What follows belongs to an exercise in optimizing a design on an open flow for small area, a short achievable clock period and few clock cycles per item; a production flow would make more cautious choices.
At most, simulation tests tie the RTL to the original design; equivalence was not proved.
Only the layout flow was run in runs 1 to 3 and 5 to 7; the RTL was not checked for function there.
Power and IR drop assume default switching activity.

### flow/run.sh
#!/bin/bash
# synth_recipe.tcl (not shown) runs the flow's synth.tcl, then flattens the netlist and writes it again
# the make line also repeats each setting of config.mk as NAME=value (left out here)
make -C /OpenROAD-flow-scripts/flow DESIGN_CONFIG=/design/flow/config.mk WORK_HOME=/design/flow/orfs CLKGATE_MAP_FILE= SYNTH_SCRIPT=/design/flow/synth_recipe.tcl finish
### flow/design.v
package ukf_pkg;
    localparam int DEPTH_DEF      = 16;
    localparam int KEY_WIDTH_DEF  = 32;
    localparam int DATA_WIDTH_DEF = 32;
    localparam int STATUS_W = 3;
    localparam logic [STATUS_W-1:0] ST_ENQUEUED  = 3'd0;
    localparam logic [STATUS_W-1:0] ST_DUPLICATE = 3'd1;
    localparam logic [STATUS_W-1:0] ST_FULL      = 3'd2;
    localparam logic [STATUS_W-1:0] ST_DEQUEUED  = 3'd3;
    localparam logic [STATUS_W-1:0] ST_EMPTY     = 3'd4;
    localparam logic REQ_ENQUEUE = 1'b0;
    localparam logic REQ_DEQUEUE = 1'b1;
    typedef struct packed {
        logic load;      
        logic scan;      
        logic read;      
        logic commit;    
    } ukf_cmd_t;
    typedef struct packed {
        logic empty;
        logic scan_hit;
        logic scan_last;
        logic out_free;
    } ukf_stat_t;
endpackage
import ukf_pkg::*;
module ukf_dpath
#(
    parameter int DEPTH      = ukf_pkg::DEPTH_DEF,
    parameter int KEY_WIDTH  = ukf_pkg::KEY_WIDTH_DEF,
    parameter int DATA_WIDTH = ukf_pkg::DATA_WIDTH_DEF,
    localparam int OCC_W     = $clog2(DEPTH + 1),
    localparam int IN_W      = ((KEY_WIDTH + DATA_WIDTH + 7) / 8) * 8,
    localparam int OUT_W     = ((OCC_W + KEY_WIDTH + DATA_WIDTH + 7) / 8) * 8
)
(
    input  logic                clk,
    input  logic                rst_n,
    input  logic                s_tvalid,
    output logic                s_tready,
    input  logic [IN_W-1:0]     s_tdata,
    input  logic                s_tuser,
    output logic                m_tvalid,
    input  logic                m_tready,
    output logic [OUT_W-1:0]    m_tdata,
    output logic [ukf_pkg::STATUS_W-1:0] m_tuser
);
    localparam int PTR_W = $clog2(DEPTH);
    localparam int ENT_W = KEY_WIDTH + DATA_WIDTH;
    logic                  in_valid;
    logic                  in_req;
    logic [KEY_WIDTH-1:0]  in_key;
    logic [DATA_WIDTH-1:0] in_data;
    logic [DEPTH-1:0]      valid;
    logic [DEPTH-1:0]      head_oh;         
    logic [PTR_W-1:0]      tail;
    logic [OCC_W-1:0]      count;
    logic [KEY_WIDTH-1:0]  key_mem  [DEPTH];
    logic [DATA_WIDTH-1:0] data_mem [DEPTH];
    logic                  skid_valid;      
    logic [STATUS_W-1:0]   skid_status;
    logic [OCC_W-1:0]      skid_occ;
    logic                  out_valid;
    logic [STATUS_W-1:0]   out_status;
    logic [OCC_W-1:0]      out_occ;
    logic [ENT_W-1:0]      out_ent;
    logic                  full;
    logic                  empty;
    logic                  fire;
    logic                  wr_en;
    logic [DEPTH-1:0]      match_reg;
    logic [DEPTH-1:0]      match_in;
    logic [KEY_WIDTH-1:0]  s_key;
    logic                  dup;
    logic                  enq_ok;
    logic                  deq_ok;
    logic [STATUS_W-1:0]   p_status;
    logic [OCC_W-1:0]      p_occ;
    logic [OCC_W-1:0]      occ_enq;
    logic [OCC_W-1:0]      occ_deq;
    logic [STATUS_W-1:0]   st_enq;
    logic [STATUS_W-1:0]   st_deq;
    logic                  busy_reg;
    logic                  out_load;
    logic [DEPTH-1:0]      rd_sel;
    logic                  rd_take;
    logic [ENT_W-1:0]      rd_raw;
    logic [ENT_W-1:0]      rd_ent;
    assign full     = (count == OCC_W'(DEPTH));
    assign empty    = (count == '0);
    assign s_tready = !busy_reg;
    assign fire     = in_valid && !skid_valid;
    assign wr_en    = in_valid && (in_req == REQ_ENQUEUE) && !skid_valid && !full;
    assign s_key = s_tdata[KEY_WIDTH-1:0];
    always_comb
    begin
        for (int i = 0; i < DEPTH; i++)
        begin
            if (wr_en && (tail == PTR_W'(i)))
            begin
                match_in[i] = (in_key == s_key);
            end
            else
            begin
                match_in[i] = (key_mem[i] == s_key);
            end
        end
    end
    assign dup    = |(match_reg & valid);
    assign enq_ok = fire && (in_req == REQ_ENQUEUE) && !dup && !full;
    assign deq_ok = fire && (in_req == REQ_DEQUEUE) && !empty;
    assign occ_enq = full  ? count : count + OCC_W'(1);
    assign occ_deq = empty ? count : count - OCC_W'(1);
    assign st_enq  = full  ? ST_FULL : ST_ENQUEUED;
    assign st_deq  = empty ? ST_EMPTY : ST_DEQUEUED;
    always_comb
    begin
        if (in_req == REQ_DEQUEUE)
        begin
            p_status = st_deq;
            p_occ    = fire ? occ_deq : count;
        end
        else
        begin
            p_status = dup ? ST_DUPLICATE : st_enq;
            p_occ    = (fire && !dup) ? occ_enq : count;
        end
    end
    assign out_load = !out_valid || m_tready;
    assign rd_take = skid_valid ? (skid_status == ST_DEQUEUED) : deq_ok;
    always_comb
    begin
        for (int i = 0; i < DEPTH; i++)
        begin
            rd_sel[i] = skid_valid ? head_oh[(i + 1) % DEPTH] : head_oh[i];
        end
        rd_raw = '0;
        for (int i = 0; i < DEPTH; i++)
        begin
            rd_raw = rd_raw | ({ENT_W{rd_sel[i]}} & {data_mem[i], key_mem[i]});
        end
    end
    assign rd_ent = rd_take ? rd_raw : '0;
    always_ff @(posedge clk)
    begin
        if (!skid_valid)
        begin
            in_req  <= s_tuser;
            in_key  <= s_key;
            match_reg <= match_in;
            in_data <= s_tdata[KEY_WIDTH +: DATA_WIDTH];
        end
        if (wr_en)
        begin
            key_mem[tail]  <= in_key;
            data_mem[tail] <= in_data;
        end
        if (fire && !out_load)
        begin
            skid_status <= p_status;
            skid_occ    <= p_occ;
        end
        if (out_load)
        begin
            out_status <= skid_valid ? skid_status : p_status;
            out_occ    <= skid_valid ? skid_occ : p_occ;
            out_ent    <= rd_ent;
        end
    end
    always_ff @(posedge clk or negedge rst_n)
    begin
        if (!rst_n)
        begin
            in_valid   <= 1'b0;
            valid      <= '0;
            head_oh    <= DEPTH'(1);
            tail       <= '0;
            count      <= '0;
            skid_valid <= 1'b0;
            busy_reg   <= 1'b0;
            out_valid  <= 1'b0;
        end
        else
        begin
            if (!skid_valid)
            begin
                in_valid <= s_tvalid;
            end
            if (enq_ok)
            begin
                valid[tail] <= 1'b1;
                tail        <= tail + PTR_W'(1);
            end
            if (deq_ok)
            begin
                valid   <= valid & ~head_oh;
                head_oh <= {head_oh[DEPTH-2:0], head_oh[DEPTH-1]};
            end
            count <= p_occ;
            busy_reg <= !m_tready && (busy_reg || (in_valid && out_valid));
            if (out_load)
            begin
                out_valid  <= skid_valid || fire;
                skid_valid <= 1'b0;
            end
            else if (fire)
            begin
                skid_valid <= 1'b1;
            end
        end
    end
    assign m_tvalid = out_valid;
    assign m_tuser  = out_status;
    assign m_tdata  = OUT_W'({out_ent, out_occ});
endmodule
import ukf_pkg::*;
module unique_key_fifo_unit
#(
    parameter int DEPTH      = ukf_pkg::DEPTH_DEF,
    parameter int KEY_WIDTH  = ukf_pkg::KEY_WIDTH_DEF,
    parameter int DATA_WIDTH = ukf_pkg::DATA_WIDTH_DEF,
    localparam int OCC_W     = $clog2(DEPTH + 1),
    localparam int IN_W      = ((KEY_WIDTH + DATA_WIDTH + 7) / 8) * 8,
    localparam int OUT_W     = ((OCC_W + KEY_WIDTH + DATA_WIDTH + 7) / 8) * 8
)
(
    input  logic                clk,
    input  logic                rst_n,
    input  logic                s_tvalid,
    output logic                s_tready,
    input  logic [IN_W-1:0]     s_tdata,
    input  logic                s_tuser,
    output logic                m_tvalid,
    input  logic                m_tready,
    output logic [OUT_W-1:0]    m_tdata,
    output logic [ukf_pkg::STATUS_W-1:0] m_tuser
);
    ukf_dpath #(
        .DEPTH      (DEPTH),
        .KEY_WIDTH  (KEY_WIDTH),
        .DATA_WIDTH (DATA_WIDTH)
    ) u_dpath (
        .clk      (clk),
        .rst_n    (rst_n),
        .s_tvalid (s_tvalid),
        .s_tready (s_tready),
        .s_tdata  (s_tdata),
        .s_tuser  (s_tuser),
        .m_tvalid (m_tvalid),
        .m_tready (m_tready),
        .m_tdata  (m_tdata),
        .m_tuser  (m_tuser)
    );
endmodule
### flow/constraint.sdc
create_clock -name core_clock -period 6.0 [get_ports {clk}]
set_input_delay 1.2000 -clock core_clock [delete_from_list [all_inputs] [get_ports {clk}]]
set_output_delay 1.2000 -clock core_clock [all_outputs]
set_load 0.01 [all_outputs]
### flow/config.mk
export PLATFORM = sky130hd
export DESIGN_NAME = unique_key_fifo_unit
export DESIGN_NICKNAME = unique_key_fifo_unit
export VERILOG_FILES = /design/flow/design.v
export SDC_FILE = /design/flow/constraint.sdc
export NUM_CORES = 4
export LEC_CHECK = 0
export CAP_MARGIN = 20
export CORE_MARGIN = 2
export CORE_UTILIZATION = 40
export SETUP_SLACK_MARGIN = 3.3
export SLEW_MARGIN = 20
==> results_dict.tcl, run 1 <==
set metrics [dict create \
    status "finished clean" \
    fillCellCount 10650 \
    cts_tree "done" \
    drcViolationCount 0 \
    clock-skew-final_ns 0.03220 \
    cts_inserted_buffers 132 \
    end_kind "flip-flop" \
    via_per_inst 6.726 \
    power.leakage_nw 19.07 \
    core.rowCount 131 \
    relSlewSlack_pct 39.14 \
    cp_cell_sequence "buf_4 > mux2_2 > buf_6 > a22oi_1 > and3_1 > a31oi_2" \
    dp_hpwl_mm 126.5 \
    die_x_um 361.2 \
    fmax_mhz 352.7 \
    drt_wl_total_mm 222.1 \
    synthToLayoutAreaGrowth_pct 20.40 \
    cts.path.max_buffers 3 \
    arrival_ns 3.39 \
    pin_count 146 \
    synth_ff_type "edfxtp_1" \
    irDropWorstVdd_v 0.0002456 \
    port-buffer-count 142 \
    htreeDepth 4 \
    coreArea_um2 127000 \
    grt.overflow.total 0 \
    clk_pin_slew_ns 0.06 \
    grt_pass1_vias 32210 \
    cp-start-kind "flip-flop" \
    ys_ff_latch 1230 \
    drtIter0Drc 7101 \
    track_usage_pct 32.91 \
    routedWlPerCell_um 42.37 \
    power.density_nw_per_um2 342.2 \
    critical_path_class "reg -> reg" \
    vias 35260 \
    antenna_found_initial 10 \
    cts_sinks 1230 \
    root_buffer "clkbuf_16" \
    tns_ns 0 \
    syn_area_per_cell_um2 15.89 \
    hp-class "in -> async" \
    crit_path_max_incr_delay_ns 0.63 \
    dr.pass1.iters 6 \
    gp_congestion 1.128 \
    mostFrequentLayoutCells "edfxtp_1 (1185), xnor2_1 (505), a22oi_1 (213)" \
    grt_first_pass_wirelength_mm 290.0 \
    setup_ws_ns 3.165 \
    dieArea_um2 130500 \
    reg.largest.list "u_dpath.data_mem: 512 flops, u_dpath.key_mem: 512 flops, u_dpath.out_ent: 64 flops" \
    crit_slowest_cell "dfrtp_1" \
    dp_slack_ns 1.506 \
    rsz0062_at_grt "yes" \
    grt_max_degree 66 \
    syn-cell-area_um2 51050 \
    start_util_pct 40.19 \
    final_max_slew_viol_count 0 \
    crit_required_ns 6.55 \
    setup_viol 0 \
    ys_types 57 \
    synth_edf_count 1185 \
    max_cap_violations 0 \
    mostFrequentLayoutCell "edfxtp_1" \
    path_max_fanout 22 \
    hold_viol 0 \
    route.antenna.remaining_nets 0 \
    synthArstFlopShare_pct 3.659 \
    yosys_warnings 1 \
    clkLatencyLatePin_ns 0.80 \
    cts_hold_buf 0 \
    ys_seq_area_share_pct 71.91 \
    synthCells 3213 \
    nets 3555 \
    finalCritPeriodShare_pct 47.25 \
    die_h_um 361.2 \
    worst_pin_slew_ns 0.9064 \
    drive_gt1_share_pct 15.84 \
    post-route-min-period_ns 2.835 \
    hold_slack_ns 0.4128 \
]
==> cells by family after synthesis <==
family | Yosys count | share of synthesized area (%)
AOI/OAI and AO/OA | 710 | 11.04
muxes | 39 | 0.8162
DFF | 1230 | 71.91
and+or+nand+nor | 440 | 4.676
adders and majority gates | 8 | 0.1961
xor gates and xnor gates | 552 | 9.470
buffers and inverters | 233 | 1.882
other | 1 | 0.007346
==> synthesized netlist by cell type, types with 2 or more instances <==
master	instances	area [µm²]
a21o_1	2	15.01
a21oi_1	33	165.2
a221oi_1	207	1813
a22o_1	164	1436
a22oi_1	213	1599
a31oi_1	67	419.2
a32o_1	2	20.02
a32oi_1	4	35.03
and3_1	65	406.6
buf_1	26	97.59
buf_2	49	245.2
buf_4	4	30.03
clkbuf_1	142	533.0
dfrtp_1	44	1101
edfxtp_1	1185	35580
ha_1	8	100.1
inv_1	9	33.78
mux2_2	20	225.2
mux2i_1	18	180.2
nand2_1	110	412.9
nand2b_1	4	25.02
nand3_1	36	180.2
nand4_1	139	869.6
nor2_1	28	105.1
nor2b_1	4	25.02
nor3_1	9	45.04
nor4_1	35	219.0
o21ai_0	7	35.03
xnor2_1	547	4791
xor2_1	5	43.79
==> final timing paths <==
| path | cells past startpoint | slack, ns | to | start |
|---|---|---|---|---|
| min reg2reg | 2 | 0.52 | u_dpath.busy_reg | u_dpath.busy_reg |
| min in group core_clock | 2 | 0.52 | u_dpath.busy_reg | u_dpath.busy_reg |
| min | 1 | 0.41 | u_dpath.count[3] | rst_n |
| max | 6 | 3.16 | u_dpath.out_ent[11] | u_dpath.head_oh[6] |
| max in group asynchronous | 1 | 5.07 | u_dpath.head_oh[15] | rst_n |
| max reg2reg | 6 | 3.16 | u_dpath.out_ent[11] | u_dpath.head_oh[6] |
==> worst max-delay path, delay by kind of cell, from the launching register on <==
family	cells	cell delay, ns
AO/OA/AOI/OAI	2	0.56
multiplexers	1	0.32
AND/OR/NAND/NOR	1	0.21
flip-flops	1	0.63
buffers and inverters	2	0.84
==> final cells by class <==
cell class / instances / area (µm²) / area share (%)
Multi-Input combinational cell: 1772 / 14730 / 23.96
Clock inverter: 71 / 718.2 / 1.168
Antenna cell: 6 / 15.01 / 0.02443
Timing Repair Buffer: 331 / 3667 / 5.966
Inverter: 11 / 55.05 / 0.08957
Tap cell: 1662 / 2079 / 3.383
Clock buffer: 159 / 3477 / 5.657
Sequential cell: 1230 / 36720 / 59.75
==> power breakdown <==
part	internal (W)	total [W]	leakage, nW	switching (W)
Sequential	0.0101	0.0106	11.5	0.000527
Combinational	0.000744	0.00230	5.57	0.00155
Clock	0.00452	0.00809	2.03	0.00357
==> metal layers <==
layer	global-route usage [%]	wire length, µm	vias to the layer above
met4	17.06	14490	8
met1	45.61	81980	17850
met3	9.277	32380	642
li1	-	-	13460
met2	47.10	93100	3301
met5	0	133	-
==> repair_timing <==
item,4_1_cts,5_1_grt
endpoints found under the setup margin,1260,469
pin swaps,15,9
gates cloned,25,7
gates resized for setup,278,82
buffers inserted,59,20
==> stage by stage <==
| stage | power (W) | cell area [µm²] | cells | util (%) |
|---|---|---|---|---|
| 6_report | 0.02103 | 61470 | 5242 | 48.39 |
| 5_1_grt | 0.02144 | 61460 | 5238 | 48.38 |
| 4_1_cts | 0.02086 | 60820 | 5209 | 47.88 |
| 3_5_place_dp | 0.01277 | 54800 | 4895 | 43.14 |
| 3_3_place_gp | 0.01275 | 54740 | 4892 | 43.09 |
| 2_1_floorplan | 0.01166 | 51250 | 3215 | - |
==> run 2, diff against run 1 <==
--- a/flow/config.mk
+++ b/flow/config.mk
@@ -7,6 +7,8 @@
 export LEC_CHECK = 0
 export CAP_MARGIN = 20
 export CORE_MARGIN = 2
-export CORE_UTILIZATION = 40
+export CORE_UTILIZATION = 60
+export CTS_CLUSTER_DIAMETER = 60
+export CTS_CLUSTER_SIZE = 30
 export SETUP_SLACK_MARGIN = 3.3
 export SLEW_MARGIN = 20
==> results_dict.tcl, run 2 <==
set metrics [dict create \
    status "finished clean" \
    fillCellCount 5110 \
    core.rowCount 106 \
    synthToLayoutAreaGrowth_pct 19.95 \
    cts.path.max_buffers 3 \
    die_x_um 295.7 \
    final_max_slew_viol_count 0 \
    drtIter0Drc 8007 \
    relSlewSlack_pct 42.72 \
    irDropWorstVdd_v 0.0003689 \
    synthTopCellsByCount "edfxtp_1 (1185), xnor2_1 (547), a22oi_1 (213)" \
    grt.overflow.total 0 \
    tns_ns 0 \
    path_max_fanout 32 \
    min_path_cells 2 \
    worst_pin_slew_ns 0.8530 \
    mostFrequentLayoutCells "edfxtp_1 (1185), xnor2_1 (442), a22oi_1 (211)" \
    synthCells 3213 \
    grt_max_degree 66 \
    syn_area_per_cell_um2 15.89 \
    coreArea_um2 83950 \
    vias 36420 \
    yosysTopAreaCellShare_pct 69.70 \
    mostFrequentLayoutCell "edfxtp_1" \
    antenna_found_initial 15 \
    gp_congestion 1.137 \
    via_per_inst 7.707 \
    synth.largest_area_cell "edfxtp_1" \
    arrival_ns 3.24 \
    post-route-min-period_ns 2.801 \
    cts_sinks 1230 \
    clkLatencyLatePin_ns 0.71 \
    power.density_nw_per_um2 318.7 \
    max_cap_violations 0 \
    dr.pass1.iters 6 \
    fmax_mhz 357.0 \
    setup_viol 0 \
    critical_path_class "reg -> reg" \
    seq_area_um2 36720 \
    drive_gt1_share_pct 19.07 \
    track_usage_pct 47.36 \
    syn-cell-area_um2 51050 \
    multi_input_area_um2 15280 \
    ys_types 57 \
    rsz0062_at_grt "yes" \
    synth.most_common_cell "edfxtp_1" \
    ff2ff_setup_slack_ns 3.20 \
    cp-start-kind "flip-flop" \
    placed_cells 4395 \
    drt_wl_total_mm 211.5 \
    htreeDepth 3 \
    port-buffer-count 142 \
    dp_hpwl_mm 126.8 \
    crit_required_ns 6.44 \
    die_h_um 295.7 \
    final_cells 4725 \
    dieArea_um2 87430 \
    cts_hold_buf 0 \
    cts_tree "done" \
    pin_count 146 \
    ys_ff_latch 1230 \
    ys_seq_area_share_pct 71.91 \
    reg.largest.list "u_dpath.data_mem: 512 flops, u_dpath.key_mem: 512 flops, u_dpath.out_ent: 64 flops" \
    nets 3595 \
    end_kind "flip-flop" \
    hp-class "reg -> reg" \
    grt_first_pass_wirelength_mm 277.8 \
    root_buffer "clkbuf_16" \
    drcViolationCount 0 \
    finalCritPeriodShare_pct 46.68 \
    routedWlPerCell_um 44.76 \
    clock-skew-final_ns 0.07170 \
    clk_pin_slew_ns 0.09 \
    synth_ff_type "edfxtp_1" \
    reg2reg_depth 6 \
    power.leakage_nw 19.64 \
    yosys_warnings 1 \
    synthArstFlopShare_pct 3.659 \
    hold_viol 0 \
    synth_area_leaders "edfxtp_1 (70%), xnor2_1 (9.4%), a221oi_1 (3.6%)" \
    cts_inserted_buffers 81 \
    grt_pass1_vias 32870 \
    route.antenna.remaining_nets 0 \
    synth_edf_count 1185 \
    start_util_pct 60.81 \
]
==> run 2: cell types whose count changed in the layout (fill, tap and decap cells not counted), sizes merged, moves of 7 or more <==
cell | previous run | this run
clkbuf | 170 | 92
clkdlybuf4s50 | 45 | 38
dlygate4sd2 | 56 | 78
clkinv | 50 | 24
dlymetal6s2s | 2 | 10
buf | 189 | 288
inv | 17 | 48
clkdlybuf4s15 | 23 | 5
mux2 | 35 | 26
==> run 2: layout make-up <==
class | count | area share, %
diodes | 5 | 0.02043
multi-input cells | 1758 | 24.95
inverters | 11 | 0.07152
clock buffers | 83 | 3.323
well taps | 1134 | 2.317
flip-flops and latches | 1230 | 59.97
repair buffers | 436 | 7.614
clock inverters | 68 | 1.739
==> run 2: kinds of logic after synthesis <==
family | Yosys count | share of synthesized area, %
flops | 1230 | 71.91
compound gates | 710 | 11.04
xor+xnor | 552 | 9.470
simple gates | 440 | 4.676
buf+inv | 233 | 1.882
mux | 39 | 0.8162
fa+ha+maj | 8 | 0.1961
other cells | 1 | 0.007346
==> run 2: critical path: stages (launching register included) <==
cell and delay [ns]:
dfrtp_4 0.59, buf_6 0.20, nor2b_2 0.33, nand3_4 0.30, o31a_4 0.29, buf_16 0.21
a31oi_4 0.48
==> run 2: metrics by stage <==
step | hold slack, ns | setup slack, ns | utilization [%] | instance area (µm²) | power (W)
final | 0.5187 | 3.199 | 72.94 | 61230 | 0.01951
after global routing | 0.5323 | 3.247 | 72.92 | 61220 | 0.01980
after CTS | 0.5147 | 3.119 | 71.21 | 59780 | 0.01921
after detailed placement | 0.4894 | 1.665 | 64.61 | 54240 | 0.01273
after global placement | 0.4800 | 1.281 | 64.60 | 54230 | 0.01267
after floorplan | 0.4487 | 2.406 | - | 51250 | 0.01166
==> run 2: final timing paths <==
| path | startpoint | to |
|---|---|---|
| setup / recovery | u_dpath.skid_valid | u_dpath.out_ent[25] |
| hold / removal | u_dpath.valid[0] | u_dpath.valid[0] |
| hold reg to reg | u_dpath.valid[0] | u_dpath.valid[0] |
| setup reg to reg | u_dpath.skid_valid | u_dpath.out_ent[25] |
| min in group asynchronous | rst_n | u_dpath.count[4] |
| max in group asynchronous | rst_n | u_dpath.head_oh[13] |
==> run 2: report_power, final <==
| group | internal [W] | switching (W) |
|---|---|---|
| Sequential | 0.0101 | 0.000521 |
| Combinational | 0.000823 | 0.00156 |
| Clock | 0.00297 | 0.00353 |
==> run 2: repair_timing <==
action                                  in CTS  in global routing
gates cloned                                12                  9
gates resized for setup                    361                124
endpoints found under the setup margin    1212                371
buffers inserted                            79                 74
pin swaps                                   38                 37
==> run 2: layer usage <==
| layer | part of all wire [%] | track usage, % |
|---|---|---|
| met2 | 43 | 68.12 |
| met3 | 18 | 15.90 |
| met4 | 6.4 | 22.64 |
| met1 | 33 | 65.49 |
| met5 | 0.074 | 0 |
==> run 3, diff against run 2 <==
--- a/flow/design.v
+++ b/flow/design.v
@@ -70,6 +70,12 @@
     logic                  wr_en;
     logic [DEPTH-1:0]      match_reg;
     logic [DEPTH-1:0]      match_in;
+    logic [DEPTH-1:0]      match_eff;
+    logic [DEPTH-1:0]      last_oh;
+    logic                  byp_hit_in;
+    logic                  byp_hit;
+    logic                  byp_en;
+    logic                  rd_back;         
     logic [KEY_WIDTH-1:0]  s_key;
     logic                  dup;
     logic                  enq_ok;
@@ -96,17 +102,14 @@
     begin
         for (int i = 0; i < DEPTH; i++)
         begin
-            if (wr_en && (tail == PTR_W'(i)))
-            begin
-                match_in[i] = (in_key == s_key);
-            end
-            else
-            begin
-                match_in[i] = (key_mem[i] == s_key);
-            end
-        end
-    end
-    assign dup    = |(match_reg & valid);
+            match_in[i] = (key_mem[i] == s_key);
+            last_oh[i]  = (tail == PTR_W'((i + 1) % DEPTH));
+        end
+    end
+    assign byp_hit_in = (in_key == s_key);
+    assign match_eff  = byp_en ? ((match_reg & ~last_oh) | (last_oh & {DEPTH{byp_hit}}))
+                               : match_reg;
+    assign dup        = |(match_eff & valid);
     assign enq_ok = fire && (in_req == REQ_ENQUEUE) && !dup && !full;
     assign deq_ok = fire && (in_req == REQ_DEQUEUE) && !empty;
     assign occ_enq = full  ? count : count + OCC_W'(1);
@@ -132,7 +135,7 @@
     begin
         for (int i = 0; i < DEPTH; i++)
         begin
-            rd_sel[i] = skid_valid ? head_oh[(i + 1) % DEPTH] : head_oh[i];
+            rd_sel[i] = rd_back ? head_oh[(i + 1) % DEPTH] : head_oh[i];
         end
         rd_raw = '0;
         for (int i = 0; i < DEPTH; i++)
@@ -148,6 +151,8 @@
             in_req  <= s_tuser;
             in_key  <= s_key;
             match_reg <= match_in;
+            byp_hit   <= byp_hit_in;
+            byp_en    <= enq_ok;
             in_data <= s_tdata[KEY_WIDTH +: DATA_WIDTH];
         end
         if (wr_en)
@@ -178,6 +183,7 @@
             count      <= '0;
             skid_valid <= 1'b0;
             busy_reg   <= 1'b0;
+            rd_back    <= 1'b0;
             out_valid  <= 1'b0;
         end
         else
@@ -198,6 +204,7 @@
             end
             count <= p_occ;
             busy_reg <= !m_tready && (busy_reg || (in_valid && out_valid));
+            rd_back  <= !m_tready && out_valid && (rd_back || in_valid);
             if (out_load)
             begin
                 out_valid  <= skid_valid || fire;
--- a/flow/config.mk
+++ b/flow/config.mk
@@ -7,8 +7,6 @@
 export LEC_CHECK = 0
 export CAP_MARGIN = 20
 export CORE_MARGIN = 2
-export CORE_UTILIZATION = 60
-export CTS_CLUSTER_DIAMETER = 60
-export CTS_CLUSTER_SIZE = 30
+export CORE_UTILIZATION = 40
 export SETUP_SLACK_MARGIN = 3.3
 export SLEW_MARGIN = 20
==> results_dict.tcl, run 3 <==
set metrics [dict create \
    status "finished clean" \
    core.rowCount 130 \
    dr.pass1.iters 7 \
    htreeDepth 4 \
    mostFrequentLayoutCells "edfxtp_1 (1187), xor2_1 (545), a22o_1 (189)" \
    syn-cell-area_um2 50590 \
    clk_pin_slew_ns 0.06 \
    coreArea_um2 125600 \
    end_kind "flip-flop" \
    multi_input_area_um2 14350 \
    route.antenna.remaining_nets 0 \
    grt_pass1_vias 31880 \
    critical_path_class "in -> reg" \
    max_cap_violations 0 \
    setup_viol 0 \
    die_x_um 359.6 \
    yosys_warnings 1 \
    mostFrequentLayoutCell "edfxtp_1" \
    gp_congestion 1.109 \
    synthCells 3124 \
    ys_types 54 \
    synth_edf_count 1187 \
    worst_pin_slew_ns 1.216 \
    arrival_ns 3.49 \
    clock-skew-final_ns 0.03502 \
    yosysTopAreaCellShare_pct 70.45 \
    nets 3516 \
    hold_slack_ns 0.5057 \
    path_max_fanout 18 \
    dp_hpwl_mm 113.7 \
    cts.path.max_buffers 3 \
    fillCellCount 10570 \
    drt_wl_total_mm 212.7 \
    synthTopCellsByCount "edfxtp_1 (1187), xor2_1 (545), a22o_1 (189)" \
    relSlewSlack_pct 18.66 \
    port-buffer-count 142 \
    drtIter0Drc 6836 \
    reg.largest.list "u_dpath.data_mem: 512 flops, u_dpath.key_mem: 512 flops, u_dpath.out_ent: 64 flops" \
    seq_area_um2 36820 \
    dieArea_um2 129300 \
    drcViolationCount 0 \
    syn_area_per_cell_um2 16.20 \
    hp-class "reg -> reg" \
    cts_tree "done" \
    die_h_um 359.6 \
    cp-start-kind "input port" \
    grt_first_pass_wirelength_mm 280.8 \
    routedWlPerCell_um 40.94 \
    final_max_slew_viol_count 0 \
    grt_max_degree 56 \
    grt.overflow.total 0 \
    via_per_inst 6.666 \
    pin_count 146 \
    root_buffer "clkbuf_16" \
    hold_viol 0 \
    track_usage_pct 31.86 \
    synth.most_common_cell "edfxtp_1" \
    power.leakage_nw 20.16 \
    clkLatencyLatePin_ns 0.78 \
    crit_required_ns 6.62 \
    final_util_pct 48.64 \
    cts_sinks 1233 \
    ys_seq_area_share_pct 72.73 \
    rsz0062_at_grt "yes" \
    fmax_mhz 349.1 \
    finalCritPeriodShare_pct 47.74 \
    synth.largest_area_cell "edfxtp_1" \
    antenna_found_initial 20 \
    cts_hold_buf 0 \
    tns_ns 0 \
    post-route-min-period_ns 2.865 \
    synth_area_leaders "edfxtp_1 (70%), xor2_1 (9.4%), a22o_1 (3.3%)" \
    vias 34640 \
    synthToLayoutAreaGrowth_pct 20.71 \
    drive_gt1_share_pct 16.58 \
    ys_ff_latch 1233 \
    synthArstFlopShare_pct 3.731 \
    start_util_pct 40.29 \
    irDropWorstVdd_v 0.0002678 \
    cts_inserted_buffers 136 \
    power.density_nw_per_um2 349.6 \
    synth_ff_type "edfxtp_1" \
]
## run 3: worst paths after layout
check	start	end	slack (ns)	cells past startpoint
worst max-delay path	s_tdata[1]	u_dpath.match_reg[4]	3.14	6
worst min-delay path	u_dpath.busy_reg	u_dpath.busy_reg	0.51	2
worst max register to register	u_dpath.tail[1]	u_dpath.out_status[0]	3.20	11
worst min register to register	u_dpath.busy_reg	u_dpath.busy_reg	0.51	2
max in group asynchronous	rst_n	u_dpath.tail[3]	4.93	2
min in group asynchronous	rst_n	u_dpath.tail[2]	0.55	2
## run 3: through the flow
step / area (µm²) / total power (W) / setup slack, ns / std cells
after floorplan: 50690 / 0.01150 / 3.168 / 3126
after global placement: 54100 / 0.01248 / 1.592 / 4796
after detailed placement: 54130 / 0.01249 / 1.722 / 4797
after CTS: 60580 / 0.02108 / 3.237 / 5163
after global routing: 61070 / 0.02177 / 3.113 / 5194
final: 61070 / 0.02135 / 3.135 / 5196
## run 3: logic make-up after synthesis
family	synth area share [%]
muxes	0.7617
and+or+nand+nor	4.934
AOI/OAI and AO/OA	10.15
other	0.007412
xor gates and xnor gates	9.469
adders and majority gates	0.1979
DFF	72.73
buffers and inverters	1.753
## run 3: final cells by class
class | instances | area share, %
Sequential cell | 1233 | 60.29
Multi-Input combinational cell | 1711 | 23.49
Clock buffer | 174 | 6.013
Timing Repair Buffer | 345 | 5.660
Tap cell | 1650 | 3.380
Clock inverter | 66 | 1.010
Inverter | 12 | 0.1311
Antenna cell | 5 | 0.02049
## run 3: repair_timing
item                                     CTS  global route
endpoints found under the setup margin  1229           926
gates cloned                              38             4
buffers inserted                          88            24
pin swaps                                 14            19
resized for setup                        313            50
## run 3: critical path, stage by stage
cell	delay, ns
clkdlybuf4s50_1	0.46
buf_4	0.35
xor2_1	0.13
nor4_1	0.78
nand4_1	0.34
nor2_1	0.19
## run 3: metal layers
metal | global-route usage (%) | vias up | wire length, µm | share of wire, %
li1 | - | 13200 | - | -
met4 | 20.37 | 28 | 16510 | 7.8
met1 | 41.29 | 17500 | 75910 | 36
met2 | 45.12 | 3170 | 88650 | 42
met3 | 11.58 | 744 | 31480 | 15
met5 | 0 | - | 170 | 0.080
## run 3: where the power goes
part | switching (W) | internal, W
logic | 0.00169 | 0.000841
clock network | 0.00351 | 0.00472
registers | 0.000506 | 0.0101
total | 0.00570 | 0.0157
==> run 4, diff against run 3 <==
--- a/flow/design.v
+++ b/flow/design.v
@@ -75,7 +75,9 @@
     logic                  byp_hit_in;
     logic                  byp_hit;
     logic                  byp_en;
-    logic                  rd_back;         
+    logic [DEPTH-1:0]      rd_oh;           
+    logic [DEPTH-1:0]      head_oh_next;
+    logic                  skid_next;
     logic [KEY_WIDTH-1:0]  s_key;
     logic                  dup;
     logic                  enq_ok;
@@ -88,7 +90,6 @@
     logic [STATUS_W-1:0]   st_deq;
     logic                  busy_reg;
     logic                  out_load;
-    logic [DEPTH-1:0]      rd_sel;
     logic                  rd_take;
     logic [ENT_W-1:0]      rd_raw;
     logic [ENT_W-1:0]      rd_ent;
@@ -130,22 +131,28 @@
         end
     end
     assign out_load = !out_valid || m_tready;
-    assign rd_take = skid_valid ? (skid_status == ST_DEQUEUED) : deq_ok;
+    assign skid_next = out_valid && !m_tready && (skid_valid || in_valid);
+    assign rd_take   = skid_valid ? (skid_status == ST_DEQUEUED) : deq_ok;
     always_comb
     begin
-        for (int i = 0; i < DEPTH; i++)
-        begin
-            rd_sel[i] = rd_back ? head_oh[(i + 1) % DEPTH] : head_oh[i];
-        end
         rd_raw = '0;
         for (int i = 0; i < DEPTH; i++)
         begin
-            rd_raw = rd_raw | ({ENT_W{rd_sel[i]}} & {data_mem[i], key_mem[i]});
+            rd_raw = rd_raw | ({ENT_W{rd_oh[i]}} & {data_mem[i], key_mem[i]});
         end
     end
     assign rd_ent = rd_take ? rd_raw : '0;
+    assign head_oh_next = deq_ok ? {head_oh[DEPTH-2:0], head_oh[DEPTH-1]} : head_oh;
     always_ff @(posedge clk)
     begin
+        if (!skid_next)
+        begin
+            rd_oh <= head_oh_next;
+        end
+        else if (!skid_valid)
+        begin
+            rd_oh <= head_oh;
+        end
         if (!skid_valid)
         begin
             in_req  <= s_tuser;
@@ -183,7 +190,6 @@
             count      <= '0;
             skid_valid <= 1'b0;
             busy_reg   <= 1'b0;
-            rd_back    <= 1'b0;
             out_valid  <= 1'b0;
         end
         else
@@ -200,11 +206,10 @@
             if (deq_ok)
             begin
                 valid   <= valid & ~head_oh;
-                head_oh <= {head_oh[DEPTH-2:0], head_oh[DEPTH-1]};
+                head_oh <= head_oh_next;
             end
             count <= p_occ;
             busy_reg <= !m_tready && (busy_reg || (in_valid && out_valid));
-            rd_back  <= !m_tready && out_valid && (rd_back || in_valid);
             if (out_load)
             begin
                 out_valid  <= skid_valid || fire;
--- a/flow/config.mk
+++ b/flow/config.mk
@@ -7,6 +7,8 @@
 export LEC_CHECK = 0
 export CAP_MARGIN = 20
 export CORE_MARGIN = 2
-export CORE_UTILIZATION = 40
+export CORE_UTILIZATION = 60
+export CTS_CLUSTER_DIAMETER = 60
+export CTS_CLUSTER_SIZE = 30
 export SETUP_SLACK_MARGIN = 3.3
 export SLEW_MARGIN = 20
==> results_dict.tcl, run 4 <==
set metrics [dict create \
    status "finished clean" \
    drive_gt1_share_pct 12.83 \
    crit_required_ns 6.44 \
    synthCells 3130 \
    clock-skew-final_ns 0.04069 \
    top_layer_used "met5" \
    final_max_slew_viol_count 0 \
    grt_first_pass_wirelength_mm 255.2 \
    drt_wl_total_mm 189.3 \
    wl_met2_mm 82.42 \
    synth_area_leaders "edfxtp_1 (71%), xor2_1 (9.4%), a22o_1 (3.4%)" \
    dr.pass1.iters 6 \
    setup_ws_ns 3.139 \
    yosys_warnings 1 \
    grt_pass1_vias 30630 \
    synth.most_common_cell "edfxtp_1" \
    hp-class "reg -> reg" \
    cts_tree "done" \
    finalCritPeriodShare_pct 47.68 \
    worst_pin_slew_ns 0.9515 \
    ys_seq_area_share_pct 73.16 \
    synth.largest_area_cell "edfxtp_1" \
    crit_slowest_cell "buf_4" \
    arrival_ns 3.30 \
    crit_path_max_incr_delay_ns 0.68 \
    die_x_um 295.3 \
    ys_types 55 \
    dp_hpwl_mm 114.2 \
    synthTopCellsByCount "edfxtp_1 (1203), xor2_1 (545), a22o_1 (199)" \
    power.leakage_nw 19.64 \
    syn_area_per_cell_um2 16.27 \
    wl_met3_mm 27.66 \
    p_total_w 0.02136 \
    dp_slack_ns 1.862 \
    grt_max_degree 65 \
    path_common_cell "buf_4" \
    setup_viol 0 \
    coreArea_um2 83820 \
    fillCellCount 5574 \
    tns_ns 0 \
    mostFrequentLayoutCells "edfxtp_1 (1203), xor2_1 (540), a22o_1 (199)" \
    synthArstFlopShare_pct 3.606 \
    drcViolationCount 0 \
    cts_sinks 1248 \
    clkLatencyLatePin_ns 0.71 \
    path_max_fanout 35 \
    crit_buf_inv 2 \
    core.rowCount 106 \
    cts_inserted_buffers 84 \
    nets 3379 \
    grt.overflow.total 0 \
    port-buffer-count 142 \
    drtIter0Drc 6759 \
    cts.path.max_buffers 3 \
    yosysTopAreaCellShare_pct 70.95 \
    cpLargestDelayFamily "buffers and inverters" \
    synth_edf_count 1203 \
    fmax_mhz 349.6 \
    gp_congestion 1.193 \
    route.antenna.remaining_nets 0 \
    place_area_um2 54050 \
    post-route-min-period_ns 2.861 \
    drt-met1-wl_mm 67.06 \
    reg.largest.list "u_dpath.data_mem: 512 flops, u_dpath.key_mem: 512 flops, u_dpath.out_ent: 64 flops" \
    vias 33390 \
    max_cap_violations 0 \
    synthToLayoutAreaGrowth_pct 14.58 \
    routedWlPerCell_um 41.97 \
    antenna_found_initial 12 \
    via_per_inst 7.401 \
    die_h_um 295.3 \
    final_util_pct 69.60 \
    design_area_um2 58340 \
    clk_pin_slew_ns 0.09 \
    cp_cell_sequence "buf_4 > buf_4 > a22oi_1 > and3_1 > a31oi_1" \
    cts_hold_buf 0 \
    rsz0062_at_grt "yes" \
    ys_ff_latch 1248 \
    start_util_pct 60.75 \
    track_usage_pct 43.16 \
    synth_ff_type "edfxtp_1" \
    pin_count 146 \
    hold_viol 0 \
    root_buffer "clkbuf_16" \
    syn-cell-area_um2 50920 \
    mostFrequentLayoutCell "edfxtp_1" \
    power.density_nw_per_um2 366.2 \
    dieArea_um2 87210 \
    relSlewSlack_pct 36.35 \
    cp-start-kind "flip-flop" \
    irDropWorstVdd_v 0.0003450 \
    end_kind "flip-flop" \
    critical_path_class "reg -> reg" \
    htreeDepth 3 \
]
run 4: changes by cell type in the layout (fill, tap and decap cells not counted), moves of 20 or more:
cell	delta
clkbuf_16	-55
a31oi_1	+31
clkbuf_1	-29
buf_6	-26
buf_4	-22
clkinv_1	-20
run 4: final timing paths:
path / endpoint / start / slack (ns) / cells past startpoint
setup / recovery: u_dpath.out_ent[16] / u_dpath.rd_oh[11] / 3.14 / 5
hold / removal: u_dpath.head_oh[0] / u_dpath.head_oh[0] / 0.50 / 2
setup reg to reg: u_dpath.out_ent[16] / u_dpath.rd_oh[11] / 3.14 / 5
max in group asynchronous: u_dpath.tail[2] / rst_n / 5.05 / 1
min in group asynchronous: u_dpath.in_valid / rst_n / 0.51 / 1
hold reg to reg: u_dpath.head_oh[0] / u_dpath.head_oh[0] / 0.50 / 2
run 4: cell families after synthesis:
family	count (synthesis)	synth area share (%)
flops	1248	73.16
fa+ha+maj	8	0.1966
compound gates	645	10.40
mux	19	0.3931
other cells	1	0.007365
simple gates	441	4.730
buf+inv	219	1.671
xor+xnor	549	9.443
run 4: cell type report:
class                           instances  area, µm²  area share, %
Sequential cell                      1248      37270          63.87
Multi-Input combinational cell       1665      13590          23.30
Timing Repair Buffer                  291       2877          4.930
Clock buffer                           88       2160          3.702
Tap cell                             1134       1419          2.432
Clock inverter                         70      965.9          1.656
Inverter                               12      56.30        0.09651
Antenna cell                            3      7.507        0.01287
run 4: what timing repair did:
item                       in CTS  in global routing
gates cloned                    3                  2
gates resized for setup       186                 39
pin swaps                      16                  7
setup endpoints to repair    1207                447
buffers inserted               42                  8
run 4: worst min-delay path: stages, from the launching register on:
cell and delay [ns]:
dfstp_2 0.38, nand2_1 0.07, nand2_1 0.05
run 4: per-layer routing:
metal / global-route usage (%) / up-vias
met2: 62.55 / 3131
met1: 60.30 / 16810
met3: 12.30 / 564
li1: - / 12870
met4: 21.79 / 14
met5: 0 / -
run 4: report_power, final:
part           total (W)  leakage [nW]  internal (W)  switching, W
combinational    0.00391          6.47       0.00128       0.00263
sequential        0.0109          11.7        0.0103      0.000606
clock            0.00654          1.50       0.00300       0.00354
run 4: stage by stage:
stage,hold slack [ns],instances
finish,0.5032,4511
CTS,0.5020,4498
global placement,0.4805,4294
detailed placement,0.4886,4295
floorplan,0.4625,3132
global route,0.5360,4508
Testbench counts of run 4, summed over its fixed seeds: cycles 19,216, items 19,200.
==> run 5, diff against run 4 <==
--- a/flow/design.v
+++ b/flow/design.v
@@ -53,7 +53,7 @@
     logic [DATA_WIDTH-1:0] in_data;
     logic [DEPTH-1:0]      valid;
     logic [DEPTH-1:0]      head_oh;         
-    logic [PTR_W-1:0]      tail;
+    logic [DEPTH-1:0]      tail_oh;         
     logic [OCC_W-1:0]      count;
     logic [KEY_WIDTH-1:0]  key_mem  [DEPTH];
     logic [DATA_WIDTH-1:0] data_mem [DEPTH];
@@ -70,8 +70,7 @@
     logic                  wr_en;
     logic [DEPTH-1:0]      match_reg;
     logic [DEPTH-1:0]      match_in;
-    logic [DEPTH-1:0]      match_eff;
-    logic [DEPTH-1:0]      last_oh;
+    logic [DEPTH-1:0]      byp_oh;
     logic                  byp_hit_in;
     logic                  byp_hit;
     logic                  byp_en;
@@ -104,13 +103,11 @@
         for (int i = 0; i < DEPTH; i++)
         begin
             match_in[i] = (key_mem[i] == s_key);
-            last_oh[i]  = (tail == PTR_W'((i + 1) % DEPTH));
         end
     end
     assign byp_hit_in = (in_key == s_key);
-    assign match_eff  = byp_en ? ((match_reg & ~last_oh) | (last_oh & {DEPTH{byp_hit}}))
-                               : match_reg;
-    assign dup        = |(match_eff & valid);
+    assign byp_oh     = {tail_oh[0], tail_oh[DEPTH-1:1]};
+    assign dup        = (byp_en && byp_hit) || |(match_reg & valid & ~(byp_oh & {DEPTH{byp_en}}));
     assign enq_ok = fire && (in_req == REQ_ENQUEUE) && !dup && !full;
     assign deq_ok = fire && (in_req == REQ_DEQUEUE) && !empty;
     assign occ_enq = full  ? count : count + OCC_W'(1);
@@ -162,10 +159,13 @@
             byp_en    <= enq_ok;
             in_data <= s_tdata[KEY_WIDTH +: DATA_WIDTH];
         end
-        if (wr_en)
-        begin
-            key_mem[tail]  <= in_key;
-            data_mem[tail] <= in_data;
+        for (int i = 0; i < DEPTH; i++)
+        begin
+            if (wr_en && tail_oh[i])
+            begin
+                key_mem[i]  <= in_key;
+                data_mem[i] <= in_data;
+            end
         end
         if (fire && !out_load)
         begin
@@ -186,7 +186,7 @@
             in_valid   <= 1'b0;
             valid      <= '0;
             head_oh    <= DEPTH'(1);
-            tail       <= '0;
+            tail_oh    <= DEPTH'(1);
             count      <= '0;
             skid_valid <= 1'b0;
             busy_reg   <= 1'b0;
@@ -200,8 +200,8 @@
             end
             if (enq_ok)
             begin
-                valid[tail] <= 1'b1;
-                tail        <= tail + PTR_W'(1);
+                valid   <= valid | tail_oh;
+                tail_oh <= {tail_oh[DEPTH-2:0], tail_oh[DEPTH-1]};
             end
             if (deq_ok)
             begin
==> results_dict.tcl, run 5 <==
set metrics [dict create \
    vias 34660 \
    dp_hpwl_mm 117.0 \
    setup_viol 0 \
    worst_pin_slew_ns 1.325 \
    ys_seq_area_share_pct 73.64 \
    drtIter0Drc 7428 \
    arrival_ns 3.32 \
    clk_pin_slew_ns 0.08 \
    pin_count 146 \
    routedWlPerCell_um 45.04 \
    die_x_um 295.5 \
    synth_ff_type "edfxtp_1" \
    hold_viol 0 \
    grt.overflow.total 0 \
    cp-start-kind "input port" \
    synth_top_family_by_area "compound AO/OA/AOI/OAI gates" \
    cts.path.max_buffers 3 \
    gp_congestion 1.139 \
    syn_area_per_cell_um2 16.41 \
    clock-skew-final_ns 0.03675 \
    syn-cell-area_um2 51000 \
    reg.largest.list "u_dpath.data_mem: 512 flops, u_dpath.key_mem: 512 flops, u_dpath.out_ent: 64 flops" \
    end_kind "flip-flop" \
    cts_inserted_buffers 86 \
    synthTopCellsByCount "edfxtp_1 (1203), xor2_1 (544), a22o_1 (207)" \
    multi_input_area_um2 13450 \
    hp-class "reg -> reg" \
    cts_hold_buf 0 \
    crit_required_ns 6.43 \
    port-buffer-count 142 \
    mostFrequentLayoutCell "edfxtp_1" \
    die_h_um 295.5 \
    crit_slowest_cell "xor2_1" \
    status "finished clean" \
    grt_pass1_vias 31670 \
    coreArea_um2 83950 \
    synthSimpleGateAreaFrac_pct 4.551 \
    power.density_nw_per_um2 339.9 \
    clkLatencyLatePin_ns 0.70 \
    synth_area_leaders "edfxtp_1 (71%), xor2_1 (9.3%), a22o_1 (3.6%)" \
    synthMuxAreaShare_pct 0.4588 \
    final_max_slew_viol_count 0 \
    yosysTopAreaCellShare_pct 70.83 \
    rsz0062_at_grt "yes" \
    route.antenna.remaining_nets 0 \
    irDropWorstVdd_v 0.0003483 \
    synthArstFlopShare_pct 4.524 \
    synth-adder-area-share_pct 0.04907 \
    core.rowCount 106 \
    final_util_pct 70.42 \
    post-route-min-period_ns 2.885 \
    ys_types 57 \
    drt_wl_total_mm 205.1 \
    cpLargestDelayFamily "XOR/XNOR gates" \
    mostFrequentLayoutCells "edfxtp_1 (1203), xor2_1 (540), a22o_1 (207)" \
    finalCritPeriodShare_pct 48.08 \
    cp_cell_sequence "clkdlybuf4s15_2 > xor2_1 > nor4_4 > nand4_1 > nor2_1" \
    drcViolationCount 0 \
    drive_gt1_share_pct 14.81 \
    grt_max_degree 58 \
    dr.pass1.iters 9 \
    fmax_mhz 346.7 \
    synthToLayoutAreaGrowth_pct 15.92 \
    track_usage_pct 46.94 \
    seq_area_um2 37570 \
    relSlewSlack_pct 11.36 \
    synth.largest_area_cell "edfxtp_1" \
    synth.most_common_cell "edfxtp_1" \
    power.leakage_nw 20.18 \
    tns_ns 0 \
    via_per_inst 7.611 \
    synth-xor-area-share_pct 9.377 \
    max_cap_violations 0 \
    fillCellCount 5530 \
    crit_buf_inv 1 \
    crit_path_max_incr_delay_ns 1.07 \
    nets 3410 \
    cts_sinks 1260 \
    synth_edf_count 1203 \
    htreeDepth 3 \
    yosys_warnings 3 \
    cts_tree "done" \
    antenna_found_initial 23 \
    ys_ff_latch 1260 \
    synth-compound-area-share_pct 10.31 \
    root_buffer "clkbuf_16" \
    critical_path_class "in -> reg" \
    path_max_fanout 18 \
    start_util_pct 60.75 \
    synthCells 3108 \
    dieArea_um2 87350 \
    grt_first_pass_wirelength_mm 272.7 \
]
==> run 5: cell types whose count changed after synthesis, moves of 8 or more <==
cell and delta:
nand2_1 -23, mux2_2 +17, mux2i_1 -12, a22o_1 +8, and2_1 +19, nand4b_1 -8, nor2_1 -22, dfrtp_1 +11
==> run 5: final timing paths <==
kind	startpoint	endpoint	slack, ns	depth (start not counted)
max in group asynchronous	rst_n	u_dpath.tail_oh[9]	4.76	2
max	s_tdata[30]	u_dpath.match_reg[4]	3.12	5
min in group asynchronous	rst_n	u_dpath.out_valid	0.66	2
min	u_dpath.head_oh[14]	u_dpath.valid[14]	0.50	1
min reg2reg	u_dpath.head_oh[14]	u_dpath.valid[14]	0.50	1
max reg2reg	u_dpath.rd_oh[8]	u_dpath.out_ent[18]	3.14	4
==> run 5: repair_timing <==
action                                   CTS  global route
endpoints found under the setup margin  1328           523
gates cloned                              27             7
setup buffers                             69            14
gates resized for setup                  222            60
pin swaps                                 19            10
==> run 5: area by class of cell <==
class | instances | share of cell area (%)
well taps | 1134 | 2.400
inverters | 9 | 0.06984
diodes | 10 | 0.04233
multi-input cells | 1662 | 22.76
flip-flops and latches | 1260 | 63.56
repair buffers | 320 | 5.759
clock inverters | 70 | 1.685
clock buffers | 89 | 3.731
==> run 5: power by group <==
group          internal, W  switching, W  total (W)  leakage [nW]
Combinational     0.000984       0.00200    0.00298          6.82
Sequential          0.0100      0.000376     0.0104          11.8
Clock              0.00311       0.00359    0.00669          1.53
==> run 5: routing by layer <==
metal  wire length [µm]  track usage (%)  part of all wire, %  vias to the layer above
li1                   -                -                    -                    12960
met1              68270            61.82                   33                    17290
met2              86070            66.52                   42                     3595
met3              34240            18.25                   17                      782
met4              16260            27.75                  7.9                       26
met5                279                0                 0.14                        -
==> run 5: cells by family (layout without fill, tap and decap cells) <==
| logic type | Yosys count | after routing |
|---|---|---|
| simple gates | 415 | 439 |
| other cells | 1 | 13 |
| buf+inv | 213 | 488 |
| compound gates | 650 | 651 |
| flops | 1260 | 1260 |
| xor+xnor | 546 | 546 |
| mux | 21 | 21 |
| fa+ha+maj | 2 | 2 |
==> run 5: per-stage QoR <==
step	instances	cell area, µm²	hold WS [ns]	total power, W	setup slack [ns]
after floorplan	3110	51160	0.4577	0.01190	2.939
after global placement	4268	53930	0.4799	0.01330	1.211
after detailed placement	4268	53930	0.4834	0.01333	1.674
after CTS	4523	58510	0.5033	0.01987	3.133
after global routing	4546	59100	0.5268	0.02044	3.010
final	4554	59120	0.5045	0.02009	3.115
==> run 6, diff against run 5 <==
--- a/flow/design.v
+++ b/flow/design.v
@@ -167,7 +167,7 @@
                 data_mem[i] <= in_data;
             end
         end
-        if (fire && !out_load)
+        if (fire)
         begin
             skid_status <= p_status;
             skid_occ    <= p_occ;
==> results_dict.tcl, run 6 <==
set metrics [dict create \
    synthTopCellsByCount "edfxtp_1 (1203), xor2_1 (544), a22o_1 (207)" \
    multi_input_area_um2 13200 \
    clock-skew-final_ns 0.04559 \
    core.rowCount 106 \
    cp-start-kind "input port" \
    dr.pass1.iters 8 \
    hold_slack_ns 0.5199 \
    grt_max_degree 65 \
    start_util_pct 60.76 \
    relSlewSlack_pct 23.09 \
    ys_seq_area_share_pct 73.74 \
    drive_gt1_share_pct 13.37 \
    post-route-min-period_ns 2.914 \
    drcViolationCount 0 \
    vias 33390 \
    hp-class "reg -> reg" \
    reg.largest.list "u_dpath.data_mem: 512 flops, u_dpath.key_mem: 512 flops, u_dpath.out_ent: 64 flops" \
    synthToLayoutAreaGrowth_pct 15.04 \
    critPathLaunch "m_tready" \
    critical_path_class "in -> reg" \
    route.antenna.remaining_nets 0 \
    arrival_ns 3.08 \
    final_max_slew_viol_count 0 \
    hp-start "u_dpath.valid[1]" \
    syn-cell-area_um2 50930 \
    ys_ff_latch 1260 \
    synthCells 3096 \
    port-buffer-count 142 \
    nets 3365 \
    dieArea_um2 87230 \
    routedWlPerCell_um 43.02 \
    gp_congestion 1.191 \
    yosys_warnings 3 \
    worst_pin_slew_ns 1.150 \
    seq_area_um2 37560 \
    path_max_fanout 10 \
    final_util_pct 69.89 \
    rsz0062_at_grt "yes" \
    die_h_um 295.3 \
    via_per_inst 7.416 \
    pin_count 146 \
    cts.path.max_buffers 3 \
    yosysTopAreaCellShare_pct 70.93 \
    tns_ns 0 \
    grt_pass1_vias 30710 \
    setup_ws_ns 3.086 \
    grt_first_pass_wirelength_mm 258.7 \
    root_buffer "clkbuf_16" \
    reg2reg_from "u_dpath.rd_oh[14]" \
    cts_tree "done" \
    fillCellCount 5555 \
    coreArea_um2 83820 \
    antenna_found_initial 11 \
    clkLatencyLatePin_ns 0.71 \
    fmax_mhz 343.1 \
    clk_pin_slew_ns 0.08 \
    status "finished clean" \
    synth_ff_type "edfxtp_1" \
    synthArstFlopShare_pct 4.524 \
    mostFrequentLayoutCell "edfxtp_1" \
    drtIter0Drc 6640 \
    power.density_nw_per_um2 342.7 \
    setup_viol 0 \
    drt_wl_total_mm 193.7 \
    end_kind "flip-flop" \
    track_usage_pct 44.11 \
    cts_sinks 1260 \
    hold_viol 0 \
    finalCritPeriodShare_pct 48.57 \
    power.leakage_nw 19.92 \
    synth_edf_count 1203 \
    synth_area_leaders "edfxtp_1 (71%), xor2_1 (9.4%), a22o_1 (3.6%)" \
    crit_required_ns 6.17 \
    htreeDepth 3 \
    syn_area_per_cell_um2 16.45 \
    synth.most_common_cell "edfxtp_1" \
    irDropWorstVdd_v 0.0003996 \
    max_cap_violations 0 \
    mostFrequentLayoutCells "edfxtp_1 (1203), xor2_1 (539), a22o_1 (207)" \
    synth.largest_area_cell "edfxtp_1" \
    dp_hpwl_mm 114.6 \
    die_x_um 295.3 \
    cts_inserted_buffers 86 \
    dp_slack_ns 1.591 \
    ys_types 53 \
    grt.overflow.total 0 \
]
## run 6: final cells by class
| class | count | share of cell area (%) |
|---|---|---|
| multi-input combinational | 1636 | 22.54 |
| inverter | 13 | 0.1068 |
| antenna | 2 | 0.008543 |
| timing repair buffer | 295 | 5.115 |
| timing repair inverter | 2 | 0.01709 |
| sequential | 1260 | 64.10 |
| tap | 1134 | 2.422 |
| clock buffer | 89 | 3.710 |
| clock inverter | 71 | 1.980 |
## run 6: critical path, stage by stage
cell	delay (ns)
clkdlybuf4s50_1	0.46
nor2b_4	0.47
clkinvlp_2	0.91
## run 6: what timing repair did
item                                    4_1_cts  5_1_grt
pin swaps                                    11        4
hold buffers                                  0        0
resized for setup                           214       52
gates cloned                                 13        2
setup buffers                                38       19
endpoints found under the setup margin     1325      486
## run 6: logic make-up (layout without fill, tap and decap cells)
family | Yosys count | count (layout) | share of synthesized area (%)
xor+xnor | 547 | 547 | 9.422
other cells | 1 | 5 | 0.007363
mux | 21 | 21 | 0.4570
compound gates | 652 | 653 | 10.35
buf+inv | 214 | 470 | 1.661
simple gates | 399 | 410 | 4.321
fa+ha+maj | 2 | 2 | 0.04913
flops | 1260 | 1260 | 73.74
## run 6: routing by layer
metal	share of wire, %	GRT usage [%]
met2	43	63.31
met3	15	12.91
met5	0.048	0
met4	7.2	24.87
met1	35	60.84
## run 6: stage by stage
| stage | power (W) | instance area (µm²) | instances |
|---|---|---|---|
| floorplan | 0.01192 | 51080 | 3098 |
| global placement | 0.01328 | 53830 | 4266 |
| detailed placement | 0.01332 | 53850 | 4267 |
| CTS | 0.01994 | 58090 | 4478 |
| global route | 0.02043 | 58580 | 4500 |
| finish | 0.02008 | 58590 | 4502 |
## run 6: final timing paths
| check | endpoint | slack, ns | cells after the start |
|---|---|---|---|
| hold reg to reg | u_dpath.valid[1] | 0.52 | 1 |
| hold / removal | u_dpath.valid[1] | 0.52 | 1 |
| setup reg to reg | u_dpath.out_ent[25] | 3.23 | 6 |
| max in group asynchronous | u_dpath.skid_valid | 4.80 | 2 |
| setup / recovery | u_dpath.out_ent[22] | 3.09 | 3 |
| min in group asynchronous | u_dpath.busy_reg | 0.64 | 2 |
## run 6: power breakdown
group          internal [W]  switching, W
sequential           0.0100      0.000356
combinational      0.000918       0.00195
clock               0.00310       0.00371
total                0.0141       0.00602
==> run 7, diff against run 6 <==
--- a/flow/config.mk
+++ b/flow/config.mk
@@ -10,5 +10,5 @@
 export CORE_UTILIZATION = 60
 export CTS_CLUSTER_DIAMETER = 60
 export CTS_CLUSTER_SIZE = 30
-export SETUP_SLACK_MARGIN = 3.3
+export SETUP_SLACK_MARGIN = 3.5
 export SLEW_MARGIN = 20
==> results_dict.tcl, run 7 <==
set metrics [dict create \
    nets 3425 \
    track_usage_pct 45.29 \
    core.rowCount 106 \
    grt_pass1_vias 31240 \
    drtIter0Drc 7393 \
    status "finished clean" \
    final_max_slew_viol_count 0 \
    end_kind "flip-flop" \
    cts_hold_buf 0 \
    cpLargestDelayFamily "compound AO/OA/AOI/OAI gates" \
    irDropWorstVdd_v 0.0003108 \
    path_common_cell "nand4_1" \
    mostFrequentLayoutCell "edfxtp_1" \
    arrival_ns 3.17 \
    reg.largest.list "u_dpath.data_mem: 512 flops, u_dpath.key_mem: 512 flops, u_dpath.out_ent: 64 flops" \
    place_area_um2 53880 \
    rsz0062_at_grt "yes" \
    power.density_nw_per_um2 339.5 \
    relSlewSlack_pct 31.61 \
    drcViolationCount 0 \
    synth-xor-area-share_pct 9.422 \
    reg2reg_from "u_dpath.match_reg[7]" \
    crit_buf_inv 1 \
    pin_count 146 \
    fillCellCount 5357 \
    worst_pin_slew_ns 1.026 \
    root_buffer "clkbuf_16" \
    routedWlPerCell_um 43.31 \
    crit_path_max_incr_delay_ns 0.50 \
    cts_tree "done" \
    synth-compound-area-share_pct 10.35 \
    dr.pass1.iters 8 \
    antenna_found_initial 12 \
    grt_first_pass_wirelength_mm 264.6 \
    port-buffer-count 142 \
    synthArstFlopShare_pct 4.524 \
    grt_max_degree 65 \
    synth.largest_area_cell "edfxtp_1" \
    syn_area_per_cell_um2 16.45 \
    cp-start-kind "flip-flop" \
    finalCritPeriodShare_pct 45.86 \
    coreArea_um2 83820 \
    htreeDepth 3 \
    clock-skew-final_ns 0.04207 \
    setup_viol 0 \
    critical_path_class "reg -> reg" \
    final_util_pct 71.19 \
    synthToLayoutAreaGrowth_pct 17.16 \
    via_per_inst 7.404 \
    ys_seq_area_share_pct 73.74 \
    die_h_um 295.3 \
    synthMuxAreaShare_pct 0.4570 \
    yosysTopAreaCellShare_pct 70.93 \
    route.antenna.remaining_nets 0 \
    synthCells 3096 \
    synth.most_common_cell "edfxtp_1" \
    crit_slowest_cell "edfxtp_1" \
    multi_input_area_um2 13850 \
    yosys_warnings 3 \
    syn-cell-area_um2 50930 \
    post-route-min-period_ns 2.751 \
    synth_edf_count 1203 \
    path_max_fanout 5 \
    hp-class "reg -> reg" \
    hp-start "u_dpath.head_oh[0]" \
    synthSimpleGateAreaFrac_pct 4.321 \
    cp_cell_sequence "a222oi_1 > nand4_1 > o32ai_2 > nand4_1 > buf_6 > or3_4 > xnor2_2 > o221a_1" \
    p_total_w 0.02026 \
    drive_gt1_share_pct 18.38 \
    cts_sinks 1260 \
    synthTopCellsByCount "edfxtp_1 (1203), xor2_1 (544), a22o_1 (207)" \
    gp_congestion 1.087 \
    crit_required_ns 6.42 \
    power.leakage_nw 20.31 \
    dieArea_um2 87230 \
    fmax_mhz 363.4 \
    design_area_um2 59670 \
    clkLatencyLatePin_ns 0.71 \
    critPathLaunch "u_dpath.match_reg[7]" \
    seq_area_um2 37560 \
    tns_ns 0 \
    mostFrequentLayoutCells "edfxtp_1 (1203), xor2_1 (524), a22o_1 (207)" \
    start_util_pct 60.76 \
    ys_types 53 \
    cts_inserted_buffers 85 \
    hold_viol 0 \
    dp_hpwl_mm 112.6 \
    synth_area_leaders "edfxtp_1 (71%), xor2_1 (9.4%), a22o_1 (3.6%)" \
    clk_pin_slew_ns 0.08 \
    cts.path.max_buffers 3 \
    grt.overflow.total 0 \
    synth-adder-area-share_pct 0.04914 \
    drt_wl_total_mm 197.7 \
    die_x_um 295.3 \
    max_cap_violations 0 \
    synth_top_family_by_area "compound AO/OA/AOI/OAI gates" \
    synth_ff_type "edfxtp_1" \
    ys_ff_latch 1260 \
    vias 33790 \
]
run 7: cell counts after synthesis:
Identical to the previous run, type by type.
run 7: worst min-delay path, cell delays in order (launching register included):
cell and delay [ns]:
dfstp_2 0.38, nand2_1 0.07, nand2_1 0.05
run 7: per-stage QoR:
| step | hold WS, ns | cells | setup slack, ns |
|---|---|---|---|
| floorplan | 0.4602 | 3098 | 2.972 |
| global placement | 0.4802 | 4263 | 1.527 |
| detailed placement | 0.4908 | 4265 | 1.635 |
| CTS | 0.5027 | 4524 | 3.368 |
| global route | 0.5219 | 4561 | 3.218 |
| finish | 0.4985 | 4564 | 3.249 |
run 7: cell families (layout without fill, tap and decap cells):
logic type | after synthesis | after routing
AO/OA/AOI/OAI | 652 | 653
XOR/XNOR | 547 | 547
adder cells (fa/ha/maj) | 2 | 2
buffers and inverters | 214 | 521
flip-flops | 1260 | 1260
multiplexers | 21 | 21
other | 1 | 6
AND/OR/NAND/NOR | 399 | 420
run 7: worst paths after layout:
check | slack, ns | end | depth (start not counted)
max in group asynchronous | 4.77 | u_dpath.count[0] | 2
min | 0.50 | u_dpath.head_oh[0] | 2
min in group asynchronous | 0.66 | u_dpath.count[2] | 2
max reg2reg | 3.25 | u_dpath.out_occ[3] | 8
max | 3.25 | u_dpath.out_occ[3] | 8
min reg2reg | 0.50 | u_dpath.head_oh[0] | 2
run 7: what timing repair did:
| action | CTS | global route |
|---|---|---|
| gates resized for setup | 493 | 110 |
| setup buffers | 74 | 35 |
| pin swaps | 20 | 21 |
| endpoints found under the setup margin | 1295 | 564 |
| cloned | 25 | 2 |
run 7: final cells by class:
cell class	instances	area share [%]
clock inverter	70	1.860
sequential	1260	62.94
timing repair buffer	348	5.848
inverter	13	0.1111
clock buffer	90	3.632
antenna	3	0.01258
multi-input combinational	1646	23.21
tap	1134	2.378
run 7: metal layers:
layer	share of wire, %	GRT usage (%)
met5	0.072	0
met4	7.2	25.27
met3	16	14.88
met2	43	65.02
met1	34	61.41
run 7: power breakdown:
part,internal (W),leakage [nW],switching [W]
sequential,0.0100,11.8,0.000340
combinational,0.00102,6.89,0.00207
clock,0.00325,1.58,0.00353
total,0.0143,20.3,0.00593

[what the ideal ports hide]
The results above use ideal ports. As a check the final layouts listed here were re-extracted and re-timed, cells and wires unchanged.
Step 1 assumes that a clkbuf_16 drives the clock port and a buf_2 every other input.
Step 2 times the ports against the registers' clock, not the clock port: input delays grow and output delays shrink by t, the midpoint of the rising clock arrivals with the driver on.
Slacks: ideal ports / drivers / drivers and shift; pairs: ideal ports / drivers.
run	t (ns)	slack for setup (ns)	worst setup path at the end	clock arrival spread, ns	cell pins on the clock port's net
run 1	0.861	3.165 / 3.165 / 2.337	input to register	0.032 / 0.033	1
run 2	0.748	3.199 / 3.199 / 2.507	input to register	0.076 / 0.076	1
run 3	0.831	3.135 / 3.166 / 2.334	input to register	0.037 / 0.037	1
run 4	0.758	3.139 / 3.139 / 2.469	input to register	0.040 / 0.041	1
run 5	0.759	3.115 / 3.143 / 2.407	input to register	0.037 / 0.038	1
run 6	0.766	3.086 / 3.131 / 2.365	input to register	0.058 / 0.059	1
run 7	0.758	3.249 / 3.249 / 2.669	input to register	0.047 / 0.047	1
After both steps every run listed still meets setup and hold. For run 1, which loses most, drivers alone change the setup slack by 0.000 ns; drivers and shift together by -0.828 ns.
